From an optimization exercise on the open Yosys and OpenROAD flow, aimed at small area and a short achievable clock period; shortcuts taken in it are not production practice. Where RTL was checked, it was by simulation tests only, not by an equivalence proof against the original. Function not checked in run 1: the RTL went through the layout flow alone. No activity file was given, so power comes from the tool's default toggle rates.

## flow/design.v (module list and top-level ports; edited modules follow where they fit)
// module pp_init_stage: 41 lines
// module am_fa: 11 lines
// module csa_row_stage: 1482 lines
// module cpa_stage: 153 lines
// module am_mult_top: 49 lines
module am_mult_top
(
  input  logic                      clk,
  input  logic                      arst_n,
  input  logic [am_pkg::OP_W-1:0]   a,
  input  logic [am_pkg::OP_W-1:0]   b,
  output logic [am_pkg::PROD_W-1:0] product
);
  // ...
==> flow/flow/run.sh <==
#!/bin/bash
# The standard layout (standard.sh), with one change to how ORFS builds
# it: the ports are buffered with buf_2. buffer_ports otherwise picks a slow
# delay cell (clkdlybuf4s50), which then sits on every output path.
set -euo pipefail
echo 'export BUFFER_PORTS_ARGS = -buffer_cell sky130_fd_sc_hd__buf_2' >> config.mk
bash standard.sh > standard.log 2>&1
==> flow/standard.sh <==
#!/bin/bash
# synth_recipe.tcl (not shown) runs the flow's synth.tcl, then flattens the netlist and writes it again
# the make line also repeats each setting of config.mk as NAME=value (left out here)
make -C /OpenROAD-flow-scripts/flow DESIGN_CONFIG=/design/flow/config.mk WORK_HOME=/design/flow/orfs CLKGATE_MAP_FILE= SYNTH_SCRIPT=/design/flow/synth_recipe.tcl "${@:-finish}"
==> flow/config.mk <==
export PLATFORM = sky130hd
export DESIGN_NAME = am_mult_top
export DESIGN_NICKNAME = am_mult_top
export VERILOG_FILES = /design/flow/design.v
export SDC_FILE = /design/flow/constraint.sdc
export NUM_CORES = 4
export LEC_CHECK = 0
export CAP_MARGIN = 20
export CORE_MARGIN = 2
export CORE_UTILIZATION = 65
export CTS_CLUSTER_DIAMETER = 120
export CTS_CLUSTER_SIZE = 22
export SLEW_MARGIN = 20
export SYNTH_HIERARCHICAL = 1
export SYNTH_MINIMUM_KEEP_SIZE = 0
export BUFFER_PORTS_ARGS = -buffer_cell sky130_fd_sc_hd__buf_2
==> flow/constraint.sdc <==
create_clock -name core_clock -period 9.5 [get_ports {clk}]
set_input_delay 1.9000 -clock core_clock [delete_from_list [all_inputs] [get_ports {clk}]]
set_output_delay 1.9000 -clock core_clock [all_outputs]
set_load 0.01 [all_outputs]
==> results_dict.tcl, run 1 <==
set metrics [dict create \
    setup_ws_ps 5750 \
    viasPerCell 6.37 \
    fin_crit_ps 3750 \
    clk-power_w 0.000931 \
    reg_top3 "tree_i.cs_q x137, ops_i.a_r x72, ops_i.b_r x72" \
    initial_core_util_pct 66.1 \
    wirelength_um 60100 \
    seqPwrFrac_pct 24.4 \
    synth_commonest_cells "dfxtp_1 (341), xnor2_1 (319), fa_1 (265), a22oi_1 (250), nand2_1 (85)" \
    regMostFlops "tree_i.cs_q" \
    r2r_setup_slack_ps 5750 \
    final_cell_area_mm2 0.0241 \
    ys_seq_area_share_pct 34.6 \
    synth_top_area_share_pct 29.0 \
    whs_ps 297 \
    avgSynthCellArea_um2 11.9 \
    wl_met2_um 25900 \
    sh_seq_area_pct 33.8 \
    portBuffers 97 \
    syn_area_mm2 0.0236 \
    period_share_pct 39.5 \
    drt_pass1_iterations 28 \
    crit_type "register to register" \
    ctsHoldBuffers 0 \
    power.share.clock_pct 9.7 \
    synth_ff_type "dfxtp_1" \
    cp-start-kind "register" \
    dp_cells 2418 \
    r2r_cells 6 \
    cp_top_family "adder cells" \
    synth_top_family_by_area "adder cells" \
    outcome "no timing/DRC/antenna violations" \
    hold_path.class "register to register" \
    io_pins 98 \
    fillCellCount 2728 \
    synth_compound_area_share_pct 13.7 \
    h-tree-depth 1 \
    clkCellAreaFrac_pct 2.31 \
    met2_usage_pct 49.1 \
    max_stage_delay_ps 1130 \
    ff_latch_area_mm2 0.00816 \
]
==> module cpa_stage, before the edit <==
module cpa_stage
(
  input  logic                      clk,
  input  logic                      arst_n,
  input  logic                      valid,
  input  logic [am_pkg::CUT_W-1:0]  cs,
  output logic [am_pkg::PROD_W-1:0] product
);
  logic [am_pkg::PROD_W-1:0] x;
  logic [am_pkg::PROD_W-1:0] y;
  logic uh1;
  logic ug2;
  logic us3;
  logic uc4;
  logic us5;
  logic uc6;
  logic us7;
  logic uc8;
  logic us9;
  logic uc10;
  logic us11;
  logic uc12;
  logic us13;
  logic uc14;
  logic us15;
  logic uc16;
  logic us17;
  logic uc18;
  logic us19;
  logic uc20;
  logic us21;
  logic uc22;
  logic us23;
  logic uc24;
  logic us25;
  logic uc26;
  logic us27;
  logic uc28;
  logic us29;
  logic uc30;
  logic us31;
  logic uc32;
  logic us33;
  logic uc34;
  logic us35;
  logic uc36;
  logic us37;
  logic uc38;
  logic us39;
  logic uc40;
  logic us41;
  logic uc42;
  logic us43;
  logic uc44;
  logic us45;
  logic uc46;
  logic us47;
  logic uc48;
  logic us49;
  logic uc50;
  logic us51;
  logic uc52;
  logic us53;
  logic uc54;
  logic us55;
  logic uc56;
  logic us57;
  logic uc58;
  logic us59;
  logic uc60;
  logic us61;
  logic uc62;
  logic us63;
  logic uc64;
  logic us65;
  logic uc66;
  logic us67;
  logic uc68;
  logic us69;
  logic uc70;
  logic us71;
  logic uc72;
  logic us73;
  logic uc74;
  logic us75;
  logic uc76;
  logic us77;
  logic uc78;
  logic us79;
  logic uc80;
  logic us81;
  logic uc82;
  logic us83;
  logic uc84;
  logic us85;
  logic uc86;
  logic us87;
  logic uc88;
  assign uh1 = cs[4] ^ cs[5];
  assign ug2 = cs[4] & cs[5];
  am_fa fa_us3 (.x(cs[7]), .y(cs[8]), .z(cs[9]), .s(us3), .c(uc4));
  am_fa fa_us5 (.x(cs[10]), .y(cs[11]), .z(cs[12]), .s(us5), .c(uc6));
  am_fa fa_us7 (.x(cs[13]), .y(cs[14]), .z(cs[15]), .s(us7), .c(uc8));
  am_fa fa_us9 (.x(cs[16]), .y(cs[17]), .z(cs[18]), .s(us9), .c(uc10));
  am_fa fa_us11 (.x(cs[19]), .y(cs[20]), .z(cs[21]), .s(us11), .c(uc12));
  am_fa fa_us13 (.x(cs[22]), .y(cs[23]), .z(cs[24]), .s(us13), .c(uc14));
  am_fa fa_us15 (.x(cs[25]), .y(cs[26]), .z(cs[27]), .s(us15), .c(uc16));
  am_fa fa_us17 (.x(cs[28]), .y(cs[29]), .z(cs[30]), .s(us17), .c(uc18));
  am_fa fa_us19 (.x(cs[31]), .y(cs[32]), .z(cs[33]), .s(us19), .c(uc20));
  am_fa fa_us21 (.x(cs[34]), .y(cs[35]), .z(cs[36]), .s(us21), .c(uc22));
  am_fa fa_us23 (.x(cs[37]), .y(cs[38]), .z(cs[39]), .s(us23), .c(uc24));
  am_fa fa_us25 (.x(cs[40]), .y(cs[41]), .z(cs[42]), .s(us25), .c(uc26));
  am_fa fa_us27 (.x(cs[43]), .y(cs[44]), .z(cs[45]), .s(us27), .c(uc28));
  am_fa fa_us29 (.x(cs[46]), .y(cs[47]), .z(cs[48]), .s(us29), .c(uc30));
  am_fa fa_us31 (.x(cs[49]), .y(cs[50]), .z(cs[51]), .s(us31), .c(uc32));
  am_fa fa_us33 (.x(cs[52]), .y(cs[53]), .z(cs[54]), .s(us33), .c(uc34));
  am_fa fa_us35 (.x(cs[55]), .y(cs[56]), .z(cs[57]), .s(us35), .c(uc36));
  am_fa fa_us37 (.x(cs[58]), .y(cs[59]), .z(cs[60]), .s(us37), .c(uc38));
  am_fa fa_us39 (.x(cs[61]), .y(cs[62]), .z(cs[63]), .s(us39), .c(uc40));
  am_fa fa_us41 (.x(cs[64]), .y(cs[65]), .z(cs[66]), .s(us41), .c(uc42));
  am_fa fa_us43 (.x(cs[67]), .y(cs[68]), .z(cs[69]), .s(us43), .c(uc44));
  am_fa fa_us45 (.x(cs[70]), .y(cs[71]), .z(cs[72]), .s(us45), .c(uc46));
  am_fa fa_us47 (.x(cs[73]), .y(cs[74]), .z(cs[75]), .s(us47), .c(uc48));
  am_fa fa_us49 (.x(cs[76]), .y(cs[77]), .z(cs[78]), .s(us49), .c(uc50));
  am_fa fa_us51 (.x(cs[79]), .y(cs[80]), .z(cs[81]), .s(us51), .c(uc52));
  am_fa fa_us53 (.x(cs[82]), .y(cs[83]), .z(cs[84]), .s(us53), .c(uc54));
  am_fa fa_us55 (.x(cs[85]), .y(cs[86]), .z(cs[87]), .s(us55), .c(uc56));
  am_fa fa_us57 (.x(cs[88]), .y(cs[89]), .z(cs[90]), .s(us57), .c(uc58));
  am_fa fa_us59 (.x(cs[91]), .y(cs[92]), .z(cs[93]), .s(us59), .c(uc60));
  am_fa fa_us61 (.x(cs[94]), .y(cs[95]), .z(cs[96]), .s(us61), .c(uc62));
  am_fa fa_us63 (.x(cs[97]), .y(cs[98]), .z(cs[99]), .s(us63), .c(uc64));
  am_fa fa_us65 (.x(cs[100]), .y(cs[101]), .z(cs[102]), .s(us65), .c(uc66));
  am_fa fa_us67 (.x(cs[103]), .y(cs[104]), .z(cs[105]), .s(us67), .c(uc68));
  am_fa fa_us69 (.x(cs[106]), .y(cs[107]), .z(cs[108]), .s(us69), .c(uc70));
  am_fa fa_us71 (.x(cs[109]), .y(cs[110]), .z(cs[111]), .s(us71), .c(uc72));
  am_fa fa_us73 (.x(cs[112]), .y(cs[113]), .z(cs[114]), .s(us73), .c(uc74));
  am_fa fa_us75 (.x(cs[115]), .y(cs[116]), .z(cs[117]), .s(us75), .c(uc76));
  am_fa fa_us77 (.x(cs[118]), .y(cs[119]), .z(cs[120]), .s(us77), .c(uc78));
  am_fa fa_us79 (.x(cs[121]), .y(cs[122]), .z(cs[123]), .s(us79), .c(uc80));
  am_fa fa_us81 (.x(cs[124]), .y(cs[125]), .z(cs[126]), .s(us81), .c(uc82));
  am_fa fa_us83 (.x(cs[127]), .y(cs[128]), .z(cs[129]), .s(us83), .c(uc84));
  am_fa fa_us85 (.x(cs[130]), .y(cs[131]), .z(cs[132]), .s(us85), .c(uc86));
  am_fa fa_us87 (.x(cs[133]), .y(cs[134]), .z(cs[135]), .s(us87), .c(uc88));
  assign x = {cs[136], uc86, uc84, uc82, uc80, uc78, uc76, uc74, uc72, uc70, uc68, uc66, uc64, uc62, uc60, uc58, uc56, uc54, uc52, uc50, uc48, uc46, uc44, uc42, uc40, uc38, uc36, uc34, uc32, uc30, uc28, uc26, uc24, uc22, uc20, uc18, uc16, uc14, uc12, uc10, uc8, uc6, uc4, ug2, cs[6], cs[3], cs[2], cs[0]};
  assign y = {uc88, us87, us85, us83, us81, us79, us77, us75, us73, us71, us69, us67, us65, us63, us61, us59, us57, us55, us53, us51, us49, us47, us45, us43, us41, us39, us37, us35, us33, us31, us29, us27, us25, us23, us21, us19, us17, us15, us13, us11, us9, us7, us5, us3, uh1, 1'b0, 1'b0, cs[1]};
  always_ff @(posedge clk or negedge arst_n) begin
    if (!arst_n) begin
      product <= '0;
    end else begin
      product <= valid ? (x + y) : '0;
    end
  end
endmodule
==> run 2: changes to the inputs <==
--- a/flow/design.v
+++ b/flow/design.v
@@ -1638,2 +1638,259 @@
   logic uc88;
+  logic [am_pkg::PROD_W-1:0] p, g, cy, sum;
+  logic pg89;
+  logic pp90;
+  logic pg91;
+  logic pp92;
+  logic pg93;
+  logic pp94;
+  logic pg95;
+  logic pp96;
+  logic pg97;
+  logic pp98;
+  logic pg99;
+  logic pp100;
+  logic pg101;
+  logic pp102;
+  logic pg103;
+  logic pp104;
+  logic pg105;
+  logic pp106;
+  logic pg107;
+  logic pp108;
+  logic pg109;
+  logic pp110;
+  logic pg111;
+  logic pp112;
+  logic pg113;
+  logic pp114;
+  logic pg115;
+  logic pp116;
+  logic pg117;
+  logic pp118;
+  logic pg119;
+  logic pp120;
+  logic pg121;
+  logic pp122;
+  logic pg123;
+  logic pp124;
+  logic pg125;
+  logic pp126;
+  logic pg127;
+  logic pp128;
+  logic pg129;
+  logic pp130;
+  logic pg131;
+  logic pp132;
+  logic pg133;
+  logic pp134;
+  logic pg135;
+  logic pp136;
+  logic pg137;
+  logic pp138;
+  logic pg139;
+  logic pp140;
+  logic pg141;
+  logic pp142;
+  logic pg143;
+  logic pp144;
+  logic pg145;
+  logic pp146;
+  logic pg147;
+  logic pp148;
+  logic pg149;
+  logic pp150;
+  logic pg151;
+  logic pp152;
+  logic pg153;
+  logic pp154;
+  logic pg155;
+  logic pp156;
+  logic pg157;
+  logic pp158;
+  logic pg159;
+  logic pp160;
+  logic pg161;
+  logic pp162;
+  logic pg163;
+  logic pp164;
+  logic pg165;
+  logic pp166;
+  logic pg167;
+  logic pp168;
+  logic pg169;
+  logic pp170;
+  logic pg171;
+  logic pp172;
+  logic pg173;
+  logic pp174;
+  logic pg175;
+  logic pp176;
+  logic pg177;
+  logic pp178;
+  logic pg179;
+  logic pp180;
+  logic pg181;
+  logic pp182;
+  logic pg183;
+  logic pp184;
+  logic pg185;
+  logic pp186;
+  logic pg187;
+  logic pp188;
+  logic pg189;
+  logic pp190;
+  logic pg191;
+  logic pp192;
+  logic pg193;
+  logic pp194;
+  logic pg195;
+  logic pp196;
+  logic pg197;
+  logic pp198;
+  logic pg199;
+  logic pp200;
+  logic pg201;
+  logic pp202;
+  logic pg203;
+  logic pp204;
+  logic pg205;
+  logic pp206;
+  logic pg207;
+  logic pp208;
+  logic pg209;
+  logic pp210;
+  logic pg211;
+  logic pp212;
+  logic pg213;
+  logic pp214;
+  logic pg215;
+  logic pp216;
+  logic pg217;
+  logic pp218;
+  logic pg219;
+  logic pp220;
+  logic pg221;
+  logic pp222;
+  logic pg223;
+  logic pp224;
+  logic pg225;
+  logic pp226;
+  logic pg227;
+  logic pp228;
+  logic pg229;
+  logic pp230;
+  logic pg231;
+  logic pp232;
+  logic pg233;
+  logic pp234;
+  logic pg235;
+  logic pp236;
+  logic pg237;
+  logic pp238;
+  logic pg239;
+  logic pp240;
+  logic pg241;
+  logic pp242;
+  logic pg243;
+  logic pp244;
+  logic pg245;
+  logic pp246;
+  logic pg247;
+  logic pp248;
+  logic pg249;
+  logic pp250;
+  logic pg251;
+  logic pp252;
+  logic pg253;
+  logic pp254;
+  logic pg255;
+  logic pp256;
+  logic pg257;
+  logic pp258;
+  logic pg259;
+  logic pp260;
+  logic pg261;
+  logic pp262;
+  logic pg263;
+  logic pp264;
+  logic pg265;
+  logic pp266;
+  logic pg267;
+  logic pp268;
+  logic pg269;
+  logic pp270;
+  logic pg271;
+  logic pp272;
+  logic pg273;
+  logic pp274;
+  logic pg275;
+  logic pp276;
+  logic pg277;
+  logic pp278;
+  logic pg279;
+  logic pp280;
+  logic pg281;
+  logic pp282;
+  logic pg283;
+  logic pp284;
+  logic pg285;
+  logic pp286;
+  logic pg287;
+  logic pp288;
+  logic pg289;
+  logic pp290;
+  logic pg291;
+  logic pp292;
+  logic pg293;
+  logic pp294;
+  logic pg295;
+  logic pp296;
+  logic pg297;
+  logic pp298;
+  logic pg299;
+  logic pp300;
+  logic pg301;
+  logic pp302;
+  logic pg303;
+  logic pp304;
+  logic pg305;
+  logic pp306;
+  logic pg307;
+  logic pp308;
+  logic pg309;
+  logic pp310;
+  logic pg311;
+  logic pp312;
+  logic pg313;
+  logic pp314;
+  logic pg315;
+  logic pp316;
+  logic pg317;
+  logic pp318;
+  logic pg319;
+  logic pp320;
+  logic pg321;
+  logic pp322;
+  logic pg323;
+  logic pp324;
+  logic pg325;
+  logic pp326;
+  logic pg327;
+  logic pp328;
+  logic pg329;
+  logic pp330;
+  logic pg331;
+  logic pp332;
+  logic pg333;
+  logic pp334;
+  logic pg335;
+  logic pp336;
+  logic pg337;
+  logic pp338;
+  logic pg339;
+  logic pp340;
+  logic pg341;
+  logic pp342;
+  logic pg343;
+  logic pp344;
   assign uh1 = cs[4] ^ cs[5];
@@ -1685,2 +1942,262 @@
   assign y = {uc88, us87, us85, us83, us81, us79, us77, us75, us73, us71, us69, us67, us65, us63, us61, us59, us57, us55, us53, us51, us49, us47, us45, us43, us41, us39, us37, us35, us33, us31, us29, us27, us25, us23, us21, us19, us17, us15, us13, us11, us9, us7, us5, us3, uh1, 1'b0, 1'b0, cs[1]};
+  assign p = x ^ y;
+  assign g = x & y;
+  assign pg89 = g[1] | (p[1] & g[0]);
+  assign pp90 = p[1] & p[0];
+  assign pg91 = g[3] | (p[3] & g[2]);
+  assign pp92 = p[3] & p[2];
+  assign pg93 = g[5] | (p[5] & g[4]);
+  assign pp94 = p[5] & p[4];
+  assign pg95 = g[7] | (p[7] & g[6]);
+  assign pp96 = p[7] & p[6];
+  assign pg97 = g[9] | (p[9] & g[8]);
+  assign pp98 = p[9] & p[8];
+  assign pg99 = g[11] | (p[11] & g[10]);
+  assign pp100 = p[11] & p[10];
+  assign pg101 = g[13] | (p[13] & g[12]);
+  assign pp102 = p[13] & p[12];
+  assign pg103 = g[15] | (p[15] & g[14]);
+  assign pp104 = p[15] & p[14];
+  assign pg105 = g[17] | (p[17] & g[16]);
+  assign pp106 = p[17] & p[16];
+  assign pg107 = g[19] | (p[19] & g[18]);
+  assign pp108 = p[19] & p[18];
+  assign pg109 = g[21] | (p[21] & g[20]);
+  assign pp110 = p[21] & p[20];
+  assign pg111 = g[23] | (p[23] & g[22]);
+  assign pp112 = p[23] & p[22];
+  assign pg113 = g[25] | (p[25] & g[24]);
+  assign pp114 = p[25] & p[24];
+  assign pg115 = g[27] | (p[27] & g[26]);
+  assign pp116 = p[27] & p[26];
+  assign pg117 = g[29] | (p[29] & g[28]);
+  assign pp118 = p[29] & p[28];
+  assign pg119 = g[31] | (p[31] & g[30]);
+  assign pp120 = p[31] & p[30];
+  assign pg121 = g[33] | (p[33] & g[32]);
+  assign pp122 = p[33] & p[32];
+  assign pg123 = g[35] | (p[35] & g[34]);
+  assign pp124 = p[35] & p[34];
+  assign pg125 = g[37] | (p[37] & g[36]);
+  assign pp126 = p[37] & p[36];
+  assign pg127 = g[39] | (p[39] & g[38]);
+  assign pp128 = p[39] & p[38];
+  assign pg129 = g[41] | (p[41] & g[40]);
+  assign pp130 = p[41] & p[40];
+  assign pg131 = g[43] | (p[43] & g[42]);
+  assign pp132 = p[43] & p[42];
+  assign pg133 = g[45] | (p[45] & g[44]);
+  assign pp134 = p[45] & p[44];
+  assign pg135 = g[47] | (p[47] & g[46]);
+  assign pp136 = p[47] & p[46];
+  assign pg137 = g[2] | (p[2] & pg89);
+  assign pp138 = p[2] & pp90;
+  assign pg139 = pg91 | (pp92 & pg89);
+  assign pp140 = pp92 & pp90;
+  assign pg141 = g[6] | (p[6] & pg93);
+  assign pp142 = p[6] & pp94;
+  assign pg143 = pg95 | (pp96 & pg93);
+  assign pp144 = pp96 & pp94;
+  assign pg145 = g[10] | (p[10] & pg97);
+  assign pp146 = p[10] & pp98;
+  assign pg147 = pg99 | (pp100 & pg97);
+  assign pp148 = pp100 & pp98;
+  assign pg149 = g[14] | (p[14] & pg101);
+  assign pp150 = p[14] & pp102;
+  assign pg151 = pg103 | (pp104 & pg101);
+  assign pp152 = pp104 & pp102;
+  assign pg153 = g[18] | (p[18] & pg105);
+  assign pp154 = p[18] & pp106;
+  assign pg155 = pg107 | (pp108 & pg105);
+  assign pp156 = pp108 & pp106;
+  assign pg157 = g[22] | (p[22] & pg109);
+  assign pp158 = p[22] & pp110;
+  assign pg159 = pg111 | (pp112 & pg109);
+  assign pp160 = pp112 & pp110;
+  assign pg161 = g[26] | (p[26] & pg113);
+  assign pp162 = p[26] & pp114;
+  assign pg163 = pg115 | (pp116 & pg113);
+  assign pp164 = pp116 & pp114;
+  assign pg165 = g[30] | (p[30] & pg117);
+  assign pp166 = p[30] & pp118;
+  assign pg167 = pg119 | (pp120 & pg117);
+  assign pp168 = pp120 & pp118;
+  assign pg169 = g[34] | (p[34] & pg121);
+  assign pp170 = p[34] & pp122;
+  assign pg171 = pg123 | (pp124 & pg121);
+  assign pp172 = pp124 & pp122;
+  assign pg173 = g[38] | (p[38] & pg125);
+  assign pp174 = p[38] & pp126;
+  assign pg175 = pg127 | (pp128 & pg125);
+  assign pp176 = pp128 & pp126;
+  assign pg177 = g[42] | (p[42] & pg129);
+  assign pp178 = p[42] & pp130;
+  assign pg179 = pg131 | (pp132 & pg129);
+  assign pp180 = pp132 & pp130;
+  assign pg181 = g[46] | (p[46] & pg133);
+  assign pp182 = p[46] & pp134;
+  assign pg183 = pg135 | (pp136 & pg133);
+  assign pp184 = pp136 & pp134;
+  assign pg185 = g[4] | (p[4] & pg139);
+  assign pp186 = p[4] & pp140;
+  assign pg187 = pg93 | (pp94 & pg139);
+  assign pp188 = pp94 & pp140;
+  assign pg189 = pg141 | (pp142 & pg139);
+  assign pp190 = pp142 & pp140;
+  assign pg191 = pg143 | (pp144 & pg139);
+  assign pp192 = pp144 & pp140;
+  assign pg193 = g[12] | (p[12] & pg147);
+  assign pp194 = p[12] & pp148;
+  assign pg195 = pg101 | (pp102 & pg147);
+  assign pp196 = pp102 & pp148;
+  assign pg197 = pg149 | (pp150 & pg147);
+  assign pp198 = pp150 & pp148;
+  assign pg199 = pg151 | (pp152 & pg147);
+  assign pp200 = pp152 & pp148;
+  assign pg201 = g[20] | (p[20] & pg155);
+  assign pp202 = p[20] & pp156;
+  assign pg203 = pg109 | (pp110 & pg155);
+  assign pp204 = pp110 & pp156;
+  assign pg205 = pg157 | (pp158 & pg155);
+  assign pp206 = pp158 & pp156;
+  assign pg207 = pg159 | (pp160 & pg155);
+  assign pp208 = pp160 & pp156;
+  assign pg209 = g[28] | (p[28] & pg163);
+  assign pp210 = p[28] & pp164;
+  assign pg211 = pg117 | (pp118 & pg163);
+  assign pp212 = pp118 & pp164;
+  assign pg213 = pg165 | (pp166 & pg163);
+  assign pp214 = pp166 & pp164;
+  assign pg215 = pg167 | (pp168 & pg163);
+  assign pp216 = pp168 & pp164;
+  assign pg217 = g[36] | (p[36] & pg171);
+  assign pp218 = p[36] & pp172;
+  assign pg219 = pg125 | (pp126 & pg171);
+  assign pp220 = pp126 & pp172;
+  assign pg221 = pg173 | (pp174 & pg171);
+  assign pp222 = pp174 & pp172;
+  assign pg223 = pg175 | (pp176 & pg171);
+  assign pp224 = pp176 & pp172;
+  assign pg225 = g[44] | (p[44] & pg179);
+  assign pp226 = p[44] & pp180;
+  assign pg227 = pg133 | (pp134 & pg179);
+  assign pp228 = pp134 & pp180;
+  assign pg229 = pg181 | (pp182 & pg179);
+  assign pp230 = pp182 & pp180;
+  assign pg231 = pg183 | (pp184 & pg179);
+  assign pp232 = pp184 & pp180;
+  assign pg233 = g[8] | (p[8] & pg191);
+  assign pp234 = p[8] & pp192;
+  assign pg235 = pg97 | (pp98 & pg191);
+  assign pp236 = pp98 & pp192;
+  assign pg237 = pg145 | (pp146 & pg191);
+  assign pp238 = pp146 & pp192;
+  assign pg239 = pg147 | (pp148 & pg191);
+  assign pp240 = pp148 & pp192;
+  assign pg241 = pg193 | (pp194 & pg191);
+  assign pp242 = pp194 & pp192;
+  assign pg243 = pg195 | (pp196 & pg191);
+  assign pp244 = pp196 & pp192;
+  assign pg245 = pg197 | (pp198 & pg191);
+  assign pp246 = pp198 & pp192;
+  assign pg247 = pg199 | (pp200 & pg191);
+  assign pp248 = pp200 & pp192;
+  assign pg249 = g[24] | (p[24] & pg207);
+  assign pp250 = p[24] & pp208;
+  assign pg251 = pg113 | (pp114 & pg207);
+  assign pp252 = pp114 & pp208;
+  assign pg253 = pg161 | (pp162 & pg207);
+  assign pp254 = pp162 & pp208;
+  assign pg255 = pg163 | (pp164 & pg207);
+  assign pp256 = pp164 & pp208;
+  assign pg257 = pg209 | (pp210 & pg207);
+  assign pp258 = pp210 & pp208;
+  assign pg259 = pg211 | (pp212 & pg207);
+  assign pp260 = pp212 & pp208;
+  assign pg261 = pg213 | (pp214 & pg207);
+  assign pp262 = pp214 & pp208;
+  assign pg263 = pg215 | (pp216 & pg207);
+  assign pp264 = pp216 & pp208;
+  assign pg265 = g[40] | (p[40] & pg223);
+  assign pp266 = p[40] & pp224;
+  assign pg267 = pg129 | (pp130 & pg223);
+  assign pp268 = pp130 & pp224;
+  assign pg269 = pg177 | (pp178 & pg223);
+  assign pp270 = pp178 & pp224;
+  assign pg271 = pg179 | (pp180 & pg223);
+  assign pp272 = pp180 & pp224;
+  assign pg273 = pg225 | (pp226 & pg223);
+  assign pp274 = pp226 & pp224;
+  assign pg275 = pg227 | (pp228 & pg223);
+  assign pp276 = pp228 & pp224;
+  assign pg277 = pg229 | (pp230 & pg223);
+  assign pp278 = pp230 & pp224;
+  assign pg279 = pg231 | (pp232 & pg223);
+  assign pp280 = pp232 & pp224;
+  assign pg281 = g[16] | (p[16] & pg247);
+  assign pp282 = p[16] & pp248;
+  assign pg283 = pg105 | (pp106 & pg247);
+  assign pp284 = pp106 & pp248;
+  assign pg285 = pg153 | (pp154 & pg247);
+  assign pp286 = pp154 & pp248;
+  assign pg287 = pg155 | (pp156 & pg247);
+  assign pp288 = pp156 & pp248;
+  assign pg289 = pg201 | (pp202 & pg247);
+  assign pp290 = pp202 & pp248;
+  assign pg291 = pg203 | (pp204 & pg247);
+  assign pp292 = pp204 & pp248;
+  assign pg293 = pg205 | (pp206 & pg247);
+  assign pp294 = pp206 & pp248;
+  assign pg295 = pg207 | (pp208 & pg247);
+  assign pp296 = pp208 & pp248;
+  assign pg297 = pg249 | (pp250 & pg247);
+  assign pp298 = pp250 & pp248;
+  assign pg299 = pg251 | (pp252 & pg247);
+  assign pp300 = pp252 & pp248;
+  assign pg301 = pg253 | (pp254 & pg247);
+  assign pp302 = pp254 & pp248;
+  assign pg303 = pg255 | (pp256 & pg247);
+  assign pp304 = pp256 & pp248;
+  assign pg305 = pg257 | (pp258 & pg247);
+  assign pp306 = pp258 & pp248;
+  assign pg307 = pg259 | (pp260 & pg247);
+  assign pp308 = pp260 & pp248;
+  assign pg309 = pg261 | (pp262 & pg247);
+  assign pp310 = pp262 & pp248;
+  assign pg311 = pg263 | (pp264 & pg247);
+  assign pp312 = pp264 & pp248;
+  assign pg313 = g[32] | (p[32] & pg311);
+  assign pp314 = p[32] & pp312;
+  assign pg315 = pg121 | (pp122 & pg311);
+  assign pp316 = pp122 & pp312;
+  assign pg317 = pg169 | (pp170 & pg311);
+  assign pp318 = pp170 & pp312;
+  assign pg319 = pg171 | (pp172 & pg311);
+  assign pp320 = pp172 & pp312;
+  assign pg321 = pg217 | (pp218 & pg311);
+  assign pp322 = pp218 & pp312;
+  assign pg323 = pg219 | (pp220 & pg311);
+  assign pp324 = pp220 & pp312;
+  assign pg325 = pg221 | (pp222 & pg311);
+  assign pp326 = pp222 & pp312;
+  assign pg327 = pg223 | (pp224 & pg311);
+  assign pp328 = pp224 & pp312;
+  assign pg329 = pg265 | (pp266 & pg311);
+  assign pp330 = pp266 & pp312;
+  assign pg331 = pg267 | (pp268 & pg311);
+  assign pp332 = pp268 & pp312;
+  assign pg333 = pg269 | (pp270 & pg311);
+  assign pp334 = pp270 & pp312;
+  assign pg335 = pg271 | (pp272 & pg311);
+  assign pp336 = pp272 & pp312;
+  assign pg337 = pg273 | (pp274 & pg311);
+  assign pp338 = pp274 & pp312;
+  assign pg339 = pg275 | (pp276 & pg311);
+  assign pp340 = pp276 & pp312;
+  assign pg341 = pg277 | (pp278 & pg311);
+  assign pp342 = pp278 & pp312;
+  assign pg343 = pg279 | (pp280 & pg311);
+  assign pp344 = pp280 & pp312;
+  assign cy = {pg343, pg341, pg339, pg337, pg335, pg333, pg331, pg329, pg327, pg325, pg323, pg321, pg319, pg317, pg315, pg313, pg311, pg309, pg307, pg305, pg303, pg301, pg299, pg297, pg295, pg293, pg291, pg289, pg287, pg285, pg283, pg281, pg247, pg245, pg243, pg241, pg239, pg237, pg235, pg233, pg191, pg189, pg187, pg185, pg139, pg137, pg89, g[0]};
+  assign sum = p ^ {cy[am_pkg::PROD_W-2:0], 1'b0};
   always_ff @(posedge clk or negedge arst_n) begin
@@ -1689,3 +2206,3 @@
     end else begin
-      product <= valid ? (x + y) : '0;
+      product <= valid ? sum : '0;
     end
==> flow/flow/run.sh (replaced) <==
#!/bin/bash
# The standard layout, with two changes to how ORFS builds it:
#  - ports are buffered with buf_2 (buffer_ports otherwise picks a slow
#    delay cell, which sits on every output path);
#  - repair_timing aims for 6.3 ns of setup slack at the design's period,
#    so that it sizes the critical paths (the SDC is not changed).
set -euo pipefail
echo 'export BUFFER_PORTS_ARGS = -buffer_cell sky130_fd_sc_hd__buf_2' >> config.mk
echo 'export SETUP_SLACK_MARGIN = 6.3' >> config.mk
bash standard.sh > standard.log 2>&1
--- a/flow/config.mk
+++ b/flow/config.mk
@@ -7,8 +7,8 @@
 export LEC_CHECK = 0
-export CAP_MARGIN = 20
+export CAP_MARGIN = 50
 export CORE_MARGIN = 2
 export CORE_UTILIZATION = 65
-export CTS_CLUSTER_DIAMETER = 120
-export CTS_CLUSTER_SIZE = 22
-export SLEW_MARGIN = 20
+export CTS_CLUSTER_DIAMETER = 150
+export CTS_CLUSTER_SIZE = 30
+export SLEW_MARGIN = 70
 export SYNTH_HIERARCHICAL = 1
@@ -16 +16,2 @@
 export BUFFER_PORTS_ARGS = -buffer_cell sky130_fd_sc_hd__buf_2
+export SETUP_SLACK_MARGIN = 6.3
==> run 2 against run 1 <==
Die area is 2.9% lower. Power shrank 14%. Synthesized area fell by 3.0%. Worst setup slack better by 580 ps. Cell area shrank 1.3%. Still clean on timing, DRC and antenna. Highest routed layer is now met4.
==> results_dict.tcl, run 2 <==
set metrics [dict create \
    fp-row-count 68 \
    arrival_ps 3590 \
    postSynth.asyncResetShare_pct 13.5 \
    h-tree-depth 1 \
    required_ps 9920 \
    maxCapViolations 0 \
    tns_ps 0 \
    final_nets 2245 \
    drive_above_1_share_pct 12.7 \
    powerDensity_mw_per_mm2 348 \
    wirelength_um 54500 \
    drt_pass1_iterations 7 \
    numCtsBuffers 17 \
    cp-start-kind "register" \
    grt_antenna_before_repair 0 \
    portBuffers 97 \
    fin_crit_ps 3170 \
    crit_type "register to register" \
    cts_tree "yes" \
    area_delta_synth_final_pct 4.01 \
    synth_most_common_cell "dfxtp_1" \
    avgSynthCellArea_um2 12.4 \
    ys_seq_area_share_pct 35.7 \
    layout_commonest_cell "dfxtp_1" \
    cts_buffer_depth 3 \
    yosysUniqueCellTypes 61 \
    drc 0 \
    path_common_cell "fa_1" \
    cp_max_fo 25 \
    drtIter0Drc 1429 \
    antenna_cells 0 \
    core_area_mm2 0.0346 \
    synth_ff_type "dfxtp_1" \
    largest_reg_flops 137 \
    die_w_um 192 \
    hpwl_um 34800 \
    maxSlewViolCount 0 \
    viasPerCell 6.20 \
    yosys.area.top_type "dfxtp_1" \
    synth_area_leaders "dfxtp_1 (30%), fa_1 (24%), xnor2_1 (12%)" \
    fmax_mhz 315 \
    synth_commonest_cells "dfxtp_1 (341), xnor2_1 (318), fa_1 (269), a22oi_1 (249), buf_6 (79)" \
    worstSetupEndpointType "register" \
    place_area_mm2 0.0230 \
    dp_cells 2292 \
    final_antenna_net_count 0 \
    power.total_w 0.00829 \
    synth-seq-cells 394 \
    mostFrequentLayoutCells "dfxtp_1 (339), xnor2_1 (318), fa_1 (269)" \
    wl_met2_um 23100 \
    outcome "no timing/DRC/antenna violations" \
    ctsHoldBuffers 0 \
    dr_wl_met3_um 6670 \
    grt_pass1_wl_um 83800 \
    p_leak_nw 9.41 \
    initial_core_util_pct 66.0 \
    yosysWarnings 10 \
    whs_ps 303 \
    avgRoutedWirePerCell_um 23.5 \
    netlist_instances 1844 \
    reg_top3 "tree_i.cs_q x137, ops_i.a_r x72, ops_i.b_r x72" \
    grt.total_usage_pct 30.3 \
    synth_top_area_share_pct 29.9 \
    cp_slowest_cell "fa_1" \
    synth_edf_count 0 \
    finalHoldViolCount 0 \
    hold_path.class "register to register" \
    path_cells "buf_4 > a22oi_1 > xnor2_1 > fa_1 > fa_1 > fa_1 > fa_1" \
    io_pins 98 \
    top_layer "met4" \
    setup_viol 0 \
    met1_length_um 23300 \
    insertion_delay_ps 550 \
    ir_drop_uv 298 \
    grt_pass1_vias 14692 \
    grt_setup_unrepaired "no" \
    grt-ovfl-total 0 \
    gp_congestion 0.900 \
    syn_nets 2231 \
    max_stage_delay_ps 550 \
    cts.sinks 394 \
    period_share_pct 33.4 \
    clk_pin_slew_ps 110 \
    syn_area_mm2 0.0229 \
    final_cell_area_mm2 0.0238 \
    cts_root_buffer "clkbuf_16" \
    die_y_um 192 \
    final_cell_count_no_fill 2317 \
    grt_max_degree 54 \
    regMostFlops "tree_i.cs_q" \
    die_area_mm2 0.0367 \
    finClkSkew_ps 27.8 \
    vias 14357 \
]
-- run 2: metal layers --
metal  up-vias  global-route usage, %
li1       6204                      -
met1      7108                   44.1
met2       904                   44.2
met3       141                   8.35
met4         0                   9.20
met5         -                      0
-- run 2: report_power, final --
group / internal [W] / switching [W]
clock network: 0.000339 / 0.000498
logic: 0.00226 / 0.00288
registers: 0.00212 / 0.000195
total: 0.00472 / 0.00357
-- run 2: final timing paths --
kind	from	end	slack, ps	cells after the start
worst min-delay path	ops_i.b_r[3]$_DFF_P_	ops_i.b_r[27]$_DFF_P_	300	0
worst max register to register	ops_i.a_q[23]$_DFF_P_	tree_i.cs_q[78]$_DFF_P_	6330	7
worst max-delay path	ops_i.a_q[23]$_DFF_P_	tree_i.cs_q[78]$_DFF_P_	6330	7
max in group asynchronous	arst_n	valid[4]$_DFF_PN0_	7940	2
min in group asynchronous	arst_n	cpa_i.product[2]$_DFF_PN0_	1140	1
worst min register to register	ops_i.b_r[3]$_DFF_P_	ops_i.b_r[27]$_DFF_P_	300	0
-- run 2: Yosys stat by module (local to each module, per instance) --
module,flip-flops and latches,cell area (um2),cells inside,copies in the design
csa_row_stage,137,9540,961,1
pp_init_stage,204,4400,250,1
cpa_stage,48,3490,362,1
am_mult_top,5,129,6,1
am_fa,0,20.0,1,265
-- run 2: per-stage QoR --
step / util, % / setup WS (ps)
2_1_floorplan: - / 6480
3_3_place_gp: 66.2 / 6300
3_5_place_dp: 66.4 / 6280
4_1_cts: 67.9 / 6300
5_1_grt: 68.7 / 6290
6_report: 68.7 / 6330
-- run 2: critical path, delay by kind of cell (launching register included) --
kind,cells,cell delay (ps)
flip-flops,1,320
XOR/XNOR,1,180
AO/OA/AOI/OAI,1,180
adder cells (fa/ha/maj),4,2040
buffers and inverters,1,330
-- run 2: kinds of logic (layout without fill, tap and decap cells) --
group | after synthesis | in the layout | synth area share (%)
other | 1 | 1 | 0.0164
adders and majority gates | 337 | 337 | 27.3
AOI/OAI and AO/OA | 372 | 372 | 12.7
and+or+nand+nor | 192 | 192 | 4.28
muxes | 5 | 5 | 0.219
buffers and inverters | 210 | 228 | 7.07
DFF | 394 | 394 | 35.7
xor gates and xnor gates | 333 | 333 | 12.8
-- run 2: repair_timing --
action / in CTS / in global routing
resized for setup: 6 / 65
endpoints found under the hold margin: 0 / 0
endpoints found under the setup margin: 3 / 38
buffers inserted: 0 / 1
pin swaps: 0 / 11
cloned: 0 / 0
-- run 2: area by class of cell --
cell class | count | area [um2]
tap | 455 | 569
fill | 2580 | 10800
multi-input combinational | 1240 | 13100
sequential | 394 | 8160
timing repair buffer | 160 | 1270
clock buffer | 21 | 440
clock inverter | 2 | 38.8
inverter | 45 | 171
==> run 3: changes to the inputs <==
--- a/flow/config.mk
+++ b/flow/config.mk
@@ -10,4 +10,2 @@
 export CORE_UTILIZATION = 65
-export CTS_CLUSTER_DIAMETER = 150
-export CTS_CLUSTER_SIZE = 30
 export SLEW_MARGIN = 70
==> run 3 against run 2 <==
Synthesized cell count unchanged. Sequential cell count is the same. Synthesized area did not move. Still clean on timing, DRC and antenna. Power grew 10%. Critical endpoint unchanged. Register-to-register slack about the same.
==> results_dict.tcl, run 3 <==
set metrics [dict create \
    outcome "no timing/DRC/antenna violations" \
    p_int_w 0.00540 \
    ctsHoldBuffers 0 \
    p_leak_nw 9.88 \
    cp_max_fo 25 \
    regMostFlops "tree_i.cs_q" \
    synth_top_area_share_pct 29.9 \
    fmax_mhz 316 \
    ir_drop_uv 293 \
    tns_ps 0 \
    clk_pin_slew_ps 70 \
    grt.total_usage_pct 31.4 \
    dp_cells 2292 \
    portBuffers 97 \
    antenna_cells 0 \
    vias 14691 \
    seqPwrFrac_pct 25.3 \
    maxSlewViolCount 0 \
    path_common_cell "fa_1" \
    cts.sinks 394 \
    die_area_mm2 0.0367 \
    hold_path.class "register to register" \
    avgRoutedWirePerCell_um 23.7 \
    syn_nets 2231 \
    setup_ws_ps 6340 \
    die_y_um 192 \
    synth_area_leaders "dfxtp_1 (30%), fa_1 (24%), xnor2_1 (12%)" \
    worstSetupEndpointType "register" \
    area_delta_synth_final_pct 8.19 \
    ys_seq_area_share_pct 35.7 \
    final_cell_count_no_fill 2367 \
    arrival_ps 3580 \
    fin_crit_ps 3160 \
    yosysUniqueCellTypes 61 \
    yosys.area.top_type "dfxtp_1" \
    final_antenna_net_count 0 \
    grt_max_degree 54 \
    fillCellCount 2447 \
    final_nets 2268 \
    synth_most_common_cell "dfxtp_1" \
    synth_commonest_cells "dfxtp_1 (341), xnor2_1 (318), fa_1 (269), a22oi_1 (249), buf_6 (79)" \
    finalHoldViolCount 0 \
    postSynth.asyncResetShare_pct 13.5 \
    crit_buf_inv 1 \
    yosysWarnings 10 \
    grt_pass1_vias 15204 \
    wirelength_um 56100 \
    setup_viol 0 \
    drt_pass1_iterations 6 \
    numCtsBuffers 40 \
    netlist_instances 1844 \
    switching_share_pct 41.0 \
    maxCapViolations 0 \
    layout_commonest_cell "dfxtp_1" \
    cts_root_buffer "clkbuf_16" \
    drc 0 \
    powerDensity_mw_per_mm2 370 \
    drtIter0Drc 1447 \
    cp_slowest_cell "fa_1" \
    syn_area_mm2 0.0229 \
    grt-ovfl-total 0 \
    grt_setup_unrepaired "no" \
    core_area_mm2 0.0346 \
    synth-seq-cells 394 \
    mostFrequentLayoutCells "dfxtp_1 (339), xnor2_1 (317), fa_1 (269)" \
    viasPerCell 6.21 \
    grt_pass1_wl_um 85900 \
    place_area_mm2 0.0230 \
    cp-start-kind "register" \
    avgSynthCellArea_um2 12.4 \
    gp_congestion 0.900 \
    whs_ps 305 \
    synth_ff_type "dfxtp_1" \
    crit_type "register to register" \
    drive_above_1_share_pct 15.1 \
    synth_edf_count 0 \
    switchingPower_w 0.00375 \
    initial_core_util_pct 66.0 \
    path_cells "buf_6 > a22oi_1 > xnor2_1 > fa_1 > fa_1 > fa_1 > fa_1" \
    period_share_pct 33.3 \
    insertion_delay_ps 560 \
    power_frac_comb_pct 56.6 \
    r2r_setup_slack_ps 6340 \
    post-place-ws_ps 6280 \
    h-tree-depth 2 \
    finClkSkew_ps 23.4 \
    power.share.clock_pct 18.0 \
    reg_top3 "tree_i.cs_q x137, ops_i.a_r x72, ops_i.b_r x72" \
    max_stage_delay_ps 500 \
    largest_reg_flops 137 \
    required_ps 9920 \
    final_cell_area_mm2 0.0247 \
    die_w_um 192 \
    cts_buffer_depth 3 \
    hpwl_um 34800 \
    fp-row-count 68 \
    grt_antenna_before_repair 0 \
    cp_top_family "adder cells" \
    cts_tree "yes" \
    io_pins 98 \
]
[run 3: cell counts after synthesis]
No cell type changed its count.
[run 3: metal layers]
layer	global-route usage, %	routed length [um]	vias to the layer above
li1	-	-	6292
met1	44.1	23400	7272
met4	12.6	1850	0
met3	9.80	6840	168
met2	45.4	24000	959
met5	0	0	-
[run 3: area by class of cell]
type                       count  area, um2  area share [%]
clock buffer                  57       1220            4.93
clock inverter                16        206           0.834
inverter                      45        171           0.693
multi-input combinational   1240      13200            53.2
sequential                   394       8160            33.0
tap                          455        569            2.30
timing repair buffer         160       1260            5.11
[run 3: modules after synthesis (local to each module, per instance)]
module / cell area [um2] / cells / times used / flip-flops and latches
am_fa: 20.0 / 1 / 265 / 0
cpa_stage: 3490 / 362 / 1 / 48
csa_row_stage: 9540 / 961 / 1 / 137
am_mult_top: 129 / 6 / 1 / 5
pp_init_stage: 4400 / 250 / 1 / 204
[run 3: power by group through the flow]
stage               Combinational, W  Sequential, W  Clock (W)
global route                 0.00579        0.00236    0.00175
detailed placement           0.00502        0.00235          0
finish                       0.00518        0.00232    0.00165
floorplan                    0.00361        0.00235          0
CTS                          0.00507        0.00232    0.00169
global placement             0.00485        0.00234          0
[run 3: cell families (layout without fill, tap and decap cells)]
kind of cell,Yosys count,in the layout,share of synthesized area [%]
flops,394,394,35.7
other cells,1,1,0.0164
buf+inv,210,278,7.07
simple gates,192,192,4.28
xor+xnor,333,333,12.8
mux,5,5,0.219
fa+ha+maj,337,337,27.3
compound gates,372,372,12.7
[run 3: path summary, 6_finish.rpt]
kind | depth (start not counted) | to | start
worst max register to register | 7 | tree_i.cs_q[78]$_DFF_P_ | ops_i.a_q[17]$_DFF_P_
worst min-delay path | 0 | ops_i.a_q[6]$_DFF_P_ | ops_i.a_r[54]$_DFF_P_
worst min register to register | 0 | ops_i.a_q[6]$_DFF_P_ | ops_i.a_r[54]$_DFF_P_
min in group asynchronous | 1 | cpa_i.product[5]$_DFF_PN0_ | arst_n
worst max-delay path | 7 | tree_i.cs_q[78]$_DFF_P_ | ops_i.a_q[17]$_DFF_P_
max in group asynchronous | 2 | cpa_i.product[42]$_DFF_PN0_ | arst_n
[run 3: through the flow]
step | total power [W] | utilization (%)
global route | 0.00990 | 71.4
CTS | 0.00907 | 70.6
finish | 0.00915 | 71.4
global placement | 0.00718 | 66.2
floorplan | 0.00596 | -
detailed placement | 0.00737 | 66.4
[run 3: what timing repair did]
action / CTS / global route
buffers inserted: 0 / 1
setup endpoints to repair: 3 / 37
gates resized for setup: 6 / 67
pin swaps: 0 / 8
hold endpoints to repair: 0 / 0
==> run 4: changes to the inputs <==
--- a/flow/config.mk
+++ b/flow/config.mk
@@ -7,6 +7,6 @@
 export LEC_CHECK = 0
-export CAP_MARGIN = 50
+export CAP_MARGIN = 20
 export CORE_MARGIN = 2
 export CORE_UTILIZATION = 65
-export SLEW_MARGIN = 70
+export SLEW_MARGIN = 20
 export SYNTH_HIERARCHICAL = 1
==> run 4 against run 3 <==
Still clean. Synthesized cell count unchanged. Clock-buffer cell count down 1. Maximum frequency grew 0.16%. Sequential share of layout area grew 0.10 points. Core utilization fell by 0.26 points. Die area did not move. Register-to-register slack is essentially flat. Clock skew down 10 ps. Non-clock buffer count fell by 2. Critical path type unchanged. Critical endpoint unchanged.
==> results_dict.tcl, run 4 <==
set metrics [dict create \
    clk_pin_slew_ps 70 \
    mostFrequentLayoutCells "dfxtp_1 (339), xnor2_1 (318), fa_1 (267)" \
    gp_congestion 0.900 \
    area_delta_synth_final_pct 7.80 \
    cts_buffer_depth 3 \
    wirelength_um 55900 \
    vias 14527 \
    core_area_mm2 0.0346 \
    switching_share_pct 41.2 \
    initial_core_util_pct 66.0 \
    synth-seq-cells 394 \
    maxSlewViolCount 0 \
    hold_path.class "register to register" \
    synth_ff_type "dfxtp_1" \
    synth_edf_count 0 \
    path_cells "buf_6 > a22oi_1 > xnor2_1 > fa_1 > fa_1 > fa_1 > fa_1" \
    insertion_delay_ps 570 \
    ys_seq_area_share_pct 35.7 \
    synth_most_common_cell "dfxtp_1" \
    powerDensity_mw_per_mm2 369 \
    finalHoldViolCount 0 \
    fillCellCount 2445 \
    io_pins 98 \
    outcome "no timing/DRC/antenna violations" \
    fmax_mhz 317 \
    yosysWarnings 10 \
    p_int_w 0.00535 \
    cp-start-kind "register" \
    grt.total_usage_pct 31.5 \
    regMostFlops "tree_i.cs_q" \
    required_ps 9930 \
    p_leak_nw 9.84 \
    drt_pass1_iterations 7 \
    grt_antenna_before_repair 1 \
    ir_drop_uv 274 \
    seqPwrFrac_pct 25.5 \
    synth_top_area_share_pct 29.9 \
    die_area_mm2 0.0367 \
    cts_root_buffer "clkbuf_16" \
    reg_top3 "tree_i.cs_q x137, ops_i.a_r x72, ops_i.b_r x72" \
    cts_tree "yes" \
    max-slew-margin-rel_pct 44.0 \
    crit_type "register to register" \
    viasPerCell 6.14 \
    die_y_um 192 \
    path_common_cell "fa_1" \
    largest_reg_flops 137 \
    hpwl_um 34900 \
    final_antenna_net_count 0 \
    max_stage_delay_ps 520 \
    setup_viol 0 \
    worstMarginPinSlew_ps 841 \
    period_share_pct 33.2 \
    drtIter0Drc 1488 \
    grt_setup_unrepaired "yes" \
    drc 0 \
    crit_buf_inv 1 \
    power_frac_comb_pct 57.1 \
    die_w_um 192 \
    power.share.clock_pct 17.4 \
    synth_commonest_cells "dfxtp_1 (341), xnor2_1 (318), fa_1 (269), a22oi_1 (249), buf_6 (79)" \
    fp-row-count 68 \
    final_nets 2266 \
    whs_ps 314 \
    yosysUniqueCellTypes 61 \
    grt_max_degree 54 \
    cp_max_fo 25 \
    worstSetupEndpointType "register" \
    finClkSkew_ps 13.2 \
    avgRoutedWirePerCell_um 23.7 \
    grt_pass1_wl_um 86200 \
    fin_crit_ps 3160 \
    cp_top_family "adder cells" \
    layout_commonest_cell "dfxtp_1" \
    synth_area_leaders "dfxtp_1 (30%), fa_1 (24%), xnor2_1 (12%)" \
    postSynth.asyncResetShare_pct 13.5 \
    grt-ovfl-total 0 \
    arrival_ps 3590 \
    cts.sinks 394 \
    syn_nets 2231 \
    syn_area_mm2 0.0229 \
    netlist_instances 1844 \
    switchingPower_w 0.00375 \
    avgSynthCellArea_um2 12.4 \
    maxCapViolations 0 \
    yosys.area.top_type "dfxtp_1" \
    grt_pass1_vias 15212 \
    tns_ps 0 \
    numCtsBuffers 40 \
    ctsHoldBuffers 0 \
    portBuffers 97 \
    drive_above_1_share_pct 14.7 \
    cp_slowest_cell "fa_1" \
    h-tree-depth 2 \
]
run 4: cell types whose count changed in the layout (fill, tap and decap cells not counted), sizes merged:
cell,previous run,this run
diode,0,1
buf,160,157
bufinv,4,3
clkinv,9,10
run 4: layout make-up:
class,instances,area [um2],area share (%)
inverters,45,169,0.685
well taps,455,569,2.31
flip-flops and latches,394,8160,33.1
clock buffers,56,1160,4.72
repair buffers,158,1260,5.12
diodes,1,2.50,0.0102
clock inverters,16,191,0.777
multi-input cells,1240,13100,53.3
run 4: per-stage QoR:
stage	total power, W	util (%)	setup WS [ps]	instance area (um2)	std cells
floorplan	0.00596	-	6480	22900	1844
global placement	0.00718	66.2	6300	22900	2291
detailed placement	0.00734	66.2	6270	22900	2291
CTS	0.00897	70.2	6280	24300	2363
global route	0.00984	71.2	6260	24600	2364
finish	0.00910	71.2	6340	24700	2365
run 4: path summary, 6_finish.rpt:
check	start	endpoint	slack [ps]	cells after the start
max	ops_i.a_q[15]$_DFF_P_	tree_i.cs_q[78]$_DFF_P_	6340	7
min	ops_i.a_r[54]$_DFF_P_	ops_i.a_q[6]$_DFF_P_	310	0
max reg2reg	ops_i.a_q[15]$_DFF_P_	tree_i.cs_q[78]$_DFF_P_	6340	7
min reg2reg	ops_i.a_r[54]$_DFF_P_	ops_i.a_q[6]$_DFF_P_	310	0
max in group asynchronous	arst_n	cpa_i.product[42]$_DFF_PN0_	7710	1
min in group asynchronous	arst_n	cpa_i.product[7]$_DFF_PN0_	1350	1
run 4: layer usage:
| layer | track usage [%] | up-vias | part of all wire [%] |
|---|---|---|---|
| met4 | 12.3 | 0 | 2.8 |
| met3 | 9.86 | 137 | 12 |
| met1 | 44.0 | 7180 | 42 |
| li1 | - | 6278 | - |
| met2 | 45.8 | 932 | 43 |
| met5 | 0 | - | 0 |
run 4: per-module statistics from Yosys (local to each module, per instance):
module         cells inside  area [um2]
cpa_stage               362        3490
am_fa                     1        20.0
am_mult_top               6         129
csa_row_stage           961        9540
pp_init_stage           250        4400
run 4: what timing repair did:
item | CTS | global route
hold endpoints to repair | 0 | 0
resized for setup | 9 | 81
setup endpoints to repair | 4 | 35
pin swaps | 0 | 3
buffers inserted | 0 | 1
run 4: cell families (layout without fill, tap and decap cells):
| family | count (synthesis) | count (layout) | share of synthesized area [%] |
|---|---|---|---|
| AND/OR/NAND/NOR | 192 | 192 | 4.28 |
| buffers and inverters | 210 | 275 | 7.07 |
| adder cells (fa/ha/maj) | 337 | 337 | 27.3 |
| other | 1 | 2 | 0.0164 |
| multiplexers | 5 | 5 | 0.219 |
| flip-flops | 394 | 394 | 35.7 |
| XOR/XNOR | 333 | 333 | 12.8 |
| AO/OA/AOI/OAI | 372 | 372 | 12.7 |
run 4: power groups by stage:
stage	Clock, W	Combinational [W]	Sequential [W]
2_1_floorplan	0	0.00361	0.00235
3_3_place_gp	0	0.00485	0.00234
3_5_place_dp	0	0.00499	0.00235
4_1_cts	0.00162	0.00503	0.00232
5_1_grt	0.00168	0.00580	0.00236
6_report	0.00159	0.00520	0.00232
==> run 5: changes to the inputs <==
--- a/flow/config.mk
+++ b/flow/config.mk
@@ -10,2 +10,4 @@
 export CORE_UTILIZATION = 65
+export CTS_CLUSTER_DIAMETER = 120
+export CTS_CLUSTER_SIZE = 26
 export SLEW_MARGIN = 20
==> run 5 against run 4 <==
Largest power group unchanged. Critical path type unchanged. Synthesized area is the same. Clock-buffer cell count shrank 32. Clock skew up 12 ps.
==> results_dict.tcl, run 5 <==
set metrics [dict create \
    worstSetupEndpointType "register" \
    min_to "ops_i.a_q[12]$_DFF_P_" \
    drt_pass1_iterations 6 \
    synthMuxAreaShare_pct 0.219 \
    insertion_delay_ps 550 \
    core_area_mm2 0.0346 \
    maxSlewViolCount 0 \
    io_pins 98 \
    max_stage_delay_ps 580 \
    rr_startpoint "ops_i.a_q[3]$_DFF_P_" \
    regMostFlops "tree_i.cs_q" \
    finalHoldViolCount 0 \
    grt_pass1_vias 14665 \
    reg_top3 "tree_i.cs_q x137, ops_i.a_r x72, ops_i.b_r x72" \
    synth_compound_area_share_pct 12.7 \
    synth-seq-cells 394 \
    drc 0 \
    antenna_cells 0 \
    viasPerCell 6.16 \
    avgSynthCellArea_um2 12.4 \
    avgRoutedWirePerCell_um 23.7 \
    die_area_mm2 0.0367 \
    netlist_instances 1844 \
    synthAdderAreaFrac_pct 27.3 \
    cp-startpoint "ops_i.a_q[3]$_DFF_P_" \
    die_y_um 192 \
    layout_commonest_cell "dfxtp_1" \
    largest_reg_flops 137 \
    synth_commonest_cells "dfxtp_1 (341), xnor2_1 (318), fa_1 (269), a22oi_1 (249), buf_6 (79)" \
    fin_crit_ps 3220 \
    final_cell_count_no_fill 2319 \
    numCtsBuffers 19 \
    crit_buf_inv 1 \
    cp-start-kind "register" \
    rr_endpoint "tree_i.cs_q[69]$_DFF_P_" \
    tns_ps 0 \
    cts_tree "yes" \
    final_antenna_net_count 0 \
    area_delta_synth_final_pct 4.04 \
    gp_congestion 0.900 \
    grt_max_degree 54 \
    die_w_um 192 \
    mostFrequentLayoutCells "dfxtp_1 (339), xnor2_1 (318), fa_1 (268)" \
    r2r_cells 7 \
    hold_path.class "register to register" \
    synth_edf_count 0 \
    min-delay-start "ops_i.a_r[60]$_DFF_P_" \
    required_ps 9900 \
    wirelength_um 54900 \
    vias 14291 \
    finClkSkew_ps 25.5 \
    clk_pin_slew_ps 100 \
    final_nets 2245 \
    h-tree-depth 1 \
    period_share_pct 33.9 \
    synth_area_leaders "dfxtp_1 (30%), fa_1 (24%), xnor2_1 (12%)" \
    synth_ff_type "dfxtp_1" \
    yosysUniqueCellTypes 61 \
    max-slew-margin-rel_pct 44.4 \
    final_cell_area_mm2 0.0238 \
    path_cells "buf_4 > a22oi_1 > xnor2_1 > fa_1 > fa_1 > fa_1 > fa_1" \
    outcome "no timing/DRC/antenna violations" \
    synth_xor_area_share_pct 12.8 \
    syn_area_mm2 0.0229 \
    whs_path_depth 0 \
    whs_ps 318 \
    grt_setup_unrepaired "yes" \
    yosys.area_share.simple_pct 4.28 \
    cts_root_buffer "clkbuf_16" \
    cp.depth 7 \
    p_leak_nw 9.43 \
    grt-ovfl-total 0 \
    cp_max_fo 25 \
    dp_cells 2291 \
    arrival_ps 3620 \
    grt.total_usage_pct 30.6 \
    cts.sinks 394 \
    r2r_setup_slack_ps 6280 \
    drive_above_1_share_pct 12.6 \
    synth_top_family_by_area "adder cells" \
    cp_top_family "adder cells" \
    ys_seq_area_share_pct 35.7 \
    maxCapViolations 0 \
    synth_top_area_share_pct 29.9 \
    setup_viol 0 \
    cp_slowest_cell "fa_1" \
    crit_type "register to register" \
    place_area_mm2 0.0229 \
    drtIter0Drc 1489 \
    power.total_w 0.00835 \
    yosysWarnings 10 \
    cts_buffer_depth 3 \
    syn_nets 2231 \
    fmax_mhz 311 \
    initial_core_util_pct 66.0 \
    yosys.area.top_type "dfxtp_1" \
    worstMarginPinSlew_ps 834 \
    fp-row-count 68 \
    powerDensity_mw_per_mm2 351 \
    ir_drop_uv 274 \
    hpwl_um 34900 \
    path_common_cell "fa_1" \
    synth_most_common_cell "dfxtp_1" \
    grt_pass1_wl_um 84500 \
    grt_antenna_before_repair 1 \
    portBuffers 97 \
    postSynth.asyncResetShare_pct 13.5 \
]
-- run 5: cell counts after synthesis --
Identical to the previous run, type by type.
-- run 5: what timing repair did --
action                     CTS  global route
gates resized for setup      7            74
setup endpoints to repair    3            34
setup buffers                0             1
hold endpoints to repair     0             0
pin swaps                    0             4
hold buffers                 0             0
-- run 5: area by class of cell --
cell class | count | area (um2)
Fill cell | 2571 | 10800
Inverter | 45 | 169
Clock buffer | 24 | 504
Sequential cell | 394 | 8160
Timing Repair Buffer | 158 | 1240
Tap cell | 455 | 569
Multi-Input combinational cell | 1240 | 13100
Clock inverter | 3 | 33.8
-- run 5: worst max-delay path by stage --
stage / endpoint
4_1_cts: tree_i.cs_q[69]$_DFF_P_
5_1_grt: tree_i.cs_q[69]$_DFF_P_
6_report: tree_i.cs_q[69]$_DFF_P_
3_5_place_dp: tree_i.cs_q[66]$_DFF_P_
3_3_place_gp: tree_i.cs_q[96]$_DFF_P_
2_1_floorplan: tree_i.cs_q[96]$_DFF_P_
-- run 5: power breakdown --
part | switching, W | internal [W]
combinational | 0.00288 | 0.00227
sequential | 0.000193 | 0.00212
clock | 0.000511 | 0.000383
-- run 5: kinds of logic (layout without fill, tap and decap cells) --
kind of cell               after synthesis  count (layout)
and+or+nand+nor                        192             192
buffers and inverters                  210             230
muxes                                    5               5
adders and majority gates              337             337
AOI/OAI and AO/OA                      372             372
DFF                                    394             394
xor gates and xnor gates               333             333
other                                    1               1
-- run 5: per-module statistics from Yosys, one instance, submodules excluded --
module / cells inside / cell area, um2
pp_init_stage: 250 / 4400
am_fa: 1 / 20.0
am_mult_top: 6 / 129
cpa_stage: 362 / 3490
csa_row_stage: 961 / 9540
-- run 5: layer usage --
metal | vias up | wire, um | global-route usage, %
li1 | 6216 | - | -
met1 | 7044 | 23300 | 44.2
met2 | 889 | 23000 | 44.8
met3 | 142 | 6840 | 8.87
met4 | 0 | 1730 | 9.14
met5 | - | 0 | 0
-- run 5: per-stage QoR --
step | utilization (%) | setup slack [ps]
floorplan | - | 6480
global placement | 66.2 | 6300
detailed placement | 66.2 | 6270
CTS | 67.8 | 6300
global route | 68.7 | 6230
finish | 68.7 | 6280
==> run 6: changes to the inputs <==
--- a/flow/config.mk
+++ b/flow/config.mk
@@ -11,3 +11,3 @@
 export CTS_CLUSTER_DIAMETER = 120
-export CTS_CLUSTER_SIZE = 26
+export CTS_CLUSTER_SIZE = 22
 export SLEW_MARGIN = 20
==> run 6 against run 5 <==
Global-route usage up 0.057 points. Worst setup slack better by 52 ps. Sequential cell count unchanged. Sequential share of layout area down 0.14 points. Non-clock buffer count unchanged. Critical path depth unchanged. Combinational power about the same. Still clean on timing, DRC and antenna. Hold slack better by 3.3 ps. Register-to-register slack better by 50 ps. Cell area up 0.41%.
==> results_dict.tcl, run 6 <==
set metrics [dict create \
    outcome "no timing/DRC/antenna violations" \
    fp-row-count 68 \
    synth_area_leaders "dfxtp_1 (30%), fa_1 (24%), xnor2_1 (12%)" \
    grt.total_usage_pct 30.6 \
    grt_max_degree 54 \
    synth_most_common_cell "dfxtp_1" \
    yosysUniqueCellTypes 61 \
    ctsHoldBuffers 0 \
    grt_pass1_wl_um 84500 \
    whs_path_depth 0 \
    reg_top3 "tree_i.cs_q x137, ops_i.a_r x72, ops_i.b_r x72" \
    die_area_mm2 0.0367 \
    hold_path.class "register to register" \
    place_area_mm2 0.0229 \
    grt_antenna_before_repair 0 \
    powerDensity_mw_per_mm2 352 \
    drc 0 \
    synth_top_area_share_pct 29.9 \
    final_antenna_net_count 0 \
    avgSynthCellArea_um2 12.4 \
    drtIter0Drc 1406 \
    portBuffers 97 \
    worstSetupEndpointType "register" \
    finalHoldViolCount 0 \
    die_y_um 192 \
    netlist_instances 1844 \
    synth-seq-cells 394 \
    min_to "ops_i.a_q[22]$_DFF_P_" \
    ir_drop_uv 264 \
    die_w_um 192 \
    arrival_ps 3590 \
    yosys.area.top_type "dfxtp_1" \
    insertion_delay_ps 560 \
    grt_setup_unrepaired "no" \
    io_pins 98 \
    min-delay-start "ops_i.a_r[70]$_DFF_P_" \
    regMostFlops "tree_i.cs_q" \
    cp-start-kind "register" \
    grt_pass1_vias 14762 \
    cts_tree "yes" \
    cts_buffer_depth 3 \
    yosysWarnings 10 \
    r2r_cells 7 \
    vias 14239 \
    required_ps 9920 \
    drt_pass1_iterations 6 \
    finClkSkew_ps 23.6 \
    maxSlewViolCount 0 \
    tns_ps 0 \
    viasPerCell 6.14 \
    synth_edf_count 0 \
    max-slew-margin-rel_pct 44.3 \
    setup_viol 0 \
    layout_commonest_cell "dfxtp_1" \
    maxCapViolations 0 \
    cts.sinks 394 \
    initial_core_util_pct 66.0 \
    rr_endpoint "tree_i.cs_q[66]$_DFF_P_" \
    mostFrequentLayoutCells "dfxtp_1 (339), xnor2_1 (318), fa_1 (267)" \
    antenna_cells 0 \
    fin_crit_ps 3170 \
    period_share_pct 33.3 \
    syn_area_mm2 0.0229 \
    final_cell_area_mm2 0.0239 \
    numCtsBuffers 21 \
    drive_above_1_share_pct 12.7 \
    h-tree-depth 1 \
    r2r_setup_slack_ps 6330 \
    p_leak_nw 9.46 \
    hpwl_um 34900 \
    crit_type "register to register" \
    avgRoutedWirePerCell_um 23.6 \
    fmax_mhz 316 \
    cts_root_buffer "clkbuf_16" \
    final_nets 2247 \
    core_area_mm2 0.0346 \
    ys_seq_area_share_pct 35.7 \
    grt-ovfl-total 0 \
    power.total_w 0.00840 \
    cp_max_fo 25 \
    synth_ff_type "dfxtp_1" \
    clk_pin_slew_ps 90 \
    area_delta_synth_final_pct 4.46 \
    largest_reg_flops 137 \
    rr_startpoint "ops_i.a_q[12]$_DFF_P_" \
    postSynth.asyncResetShare_pct 13.5 \
    fillCellCount 2562 \
    wirelength_um 54800 \
    gp_congestion 0.900 \
    worstMarginPinSlew_ps 835 \
    synth_commonest_cells "dfxtp_1 (341), xnor2_1 (318), fa_1 (269), a22oi_1 (249), buf_6 (79)" \
    syn_nets 2231 \
]
==> run 6: cell counts after synthesis <==
No cell type changed its count.
==> run 6: worst max path at each step <==
stage	from	end	slack (ps)	depth (start not counted)
4_1_cts	ops_i.a_q[19]$_DFF_P_	tree_i.cs_q[69]$_DFF_P_	6300	7
5_1_grt	ops_i.a_q[15]$_DFF_P_	tree_i.cs_q[78]$_DFF_P_	6290	7
2_1_floorplan	ops_i.neg_q[11]$_DFF_P_	tree_i.cs_q[96]$_DFF_P_	6480	8
6_report	ops_i.a_q[12]$_DFF_P_	tree_i.cs_q[66]$_DFF_P_	6330	7
3_5_place_dp	ops_i.a_q[1]$_DFF_P_	tree_i.cs_q[66]$_DFF_P_	6270	7
3_3_place_gp	ops_i.neg_q[11]$_DFF_P_	tree_i.cs_q[96]$_DFF_P_	6300	7
==> run 6: cells by family after synthesis <==
kind of cell               count (synthesis)  share of synthesized area (%)
DFF                                      394                           35.7
AOI/OAI and AO/OA                        372                           12.7
adders and majority gates                337                           27.3
xor gates and xnor gates                 333                           12.8
buffers and inverters                    210                           7.07
and+or+nand+nor                          192                           4.28
muxes                                      5                          0.219
other                                      1                         0.0164
==> run 6: timing repair <==
item	in CTS	in global routing
setup endpoints to repair	4	34
pin swaps	0	5
resized for setup	7	89
buffers inserted	0	1
==> run 6: critical path: stages (launching register included) <==
cell	delay (ps)
dfxtp_1	350
buf_8	240
a22oi_1	150
xnor2_1	270
fa_1	500
fa_1	510
fa_1	440
fa_1	540
==> run 6: layout make-up <==
type | count | area (um2) | share of cell area [%]
inverters | 45 | 169 | 0.707
flip-flops and latches | 394 | 8160 | 34.1
well taps | 455 | 569 | 2.38
clock inverters | 1 | 8.76 | 0.0367
repair buffers | 158 | 1300 | 5.43
clock buffers | 26 | 554 | 2.32
multi-input cells | 1240 | 13100 | 55.0
==> run 6: where the power goes <==
part | internal [W] | switching (W) | total, W
sequential | 0.00212 | 0.000195 | 0.00231
combinational | 0.00228 | 0.00288 | 0.00516
clock | 0.000412 | 0.000514 | 0.000925
==> run 6: per-module statistics from Yosys, one instance, submodules excluded <==
| module | cell area, um2 | times used | flip-flops and latches | cells inside |
|---|---|---|---|---|
| am_mult_top | 129 | 1 | 5 | 6 |
| pp_init_stage | 4400 | 1 | 204 | 250 |
| am_fa | 20.0 | 265 | 0 | 1 |
| csa_row_stage | 9540 | 1 | 137 | 961 |
| cpa_stage | 3490 | 1 | 48 | 362 |
==> run 6: routing by layer <==
metal	vias up	track usage (%)	part of all wire [%]
met4	0	9.08	2.8
met2	872	45.3	42
met3	147	9.27	13
li1	6204	-	-
met5	-	0	0
met1	7016	43.7	43
==> run 6: stage by stage <==
step	utilization, %	std cells	worst slack, ps	hold slack (ps)
finish	69.0	2319	6330	321
global route	69.0	2319	6290	328
CTS	67.9	2318	6300	322
detailed placement	66.2	2291	6270	312
global placement	66.2	2291	6300	310
floorplan	-	1844	6480	310

==> afterwards: timing with drivers on the ports <==
How much do the figures lean on ideal ports? The routed layouts below were timed once more, with nothing changed but the port constraints.
Step 1: set_driving_cell puts a clkbuf_16 on clk and a buf_2 on each other input, an assumption about the parent block.
Step 2 times the ports against the registers' clock, not the clock port: input delays grow and output delays shrink by t, the midpoint of the rising clock arrivals with the driver on.
Slacks: ideal / step 1 / step 2; pairs: ideal / step 1.
run	t (ns)	setup WS [ns]	worst setup path at the end	worst register clock-pin slew, ns	pins driven straight from the clock port
run 1	0.599	5.745 / 5.745 / 5.745	register to register	0.10 / 0.10	1
run 2	0.585	6.329 / 6.329 / 6.329	register to register	0.12 / 0.12	1
run 3	0.608	6.337 / 6.337 / 6.337	register to register	0.07 / 0.07	1
run 4	0.618	6.343 / 6.343 / 6.343	register to register	0.07 / 0.07	1
run 5	0.591	6.280 / 6.280 / 6.280	register to register	0.11 / 0.11	1
run 6	0.605	6.332 / 6.332 / 6.332	register to register	0.09 / 0.09	1
After both steps every run listed still meets setup and hold.
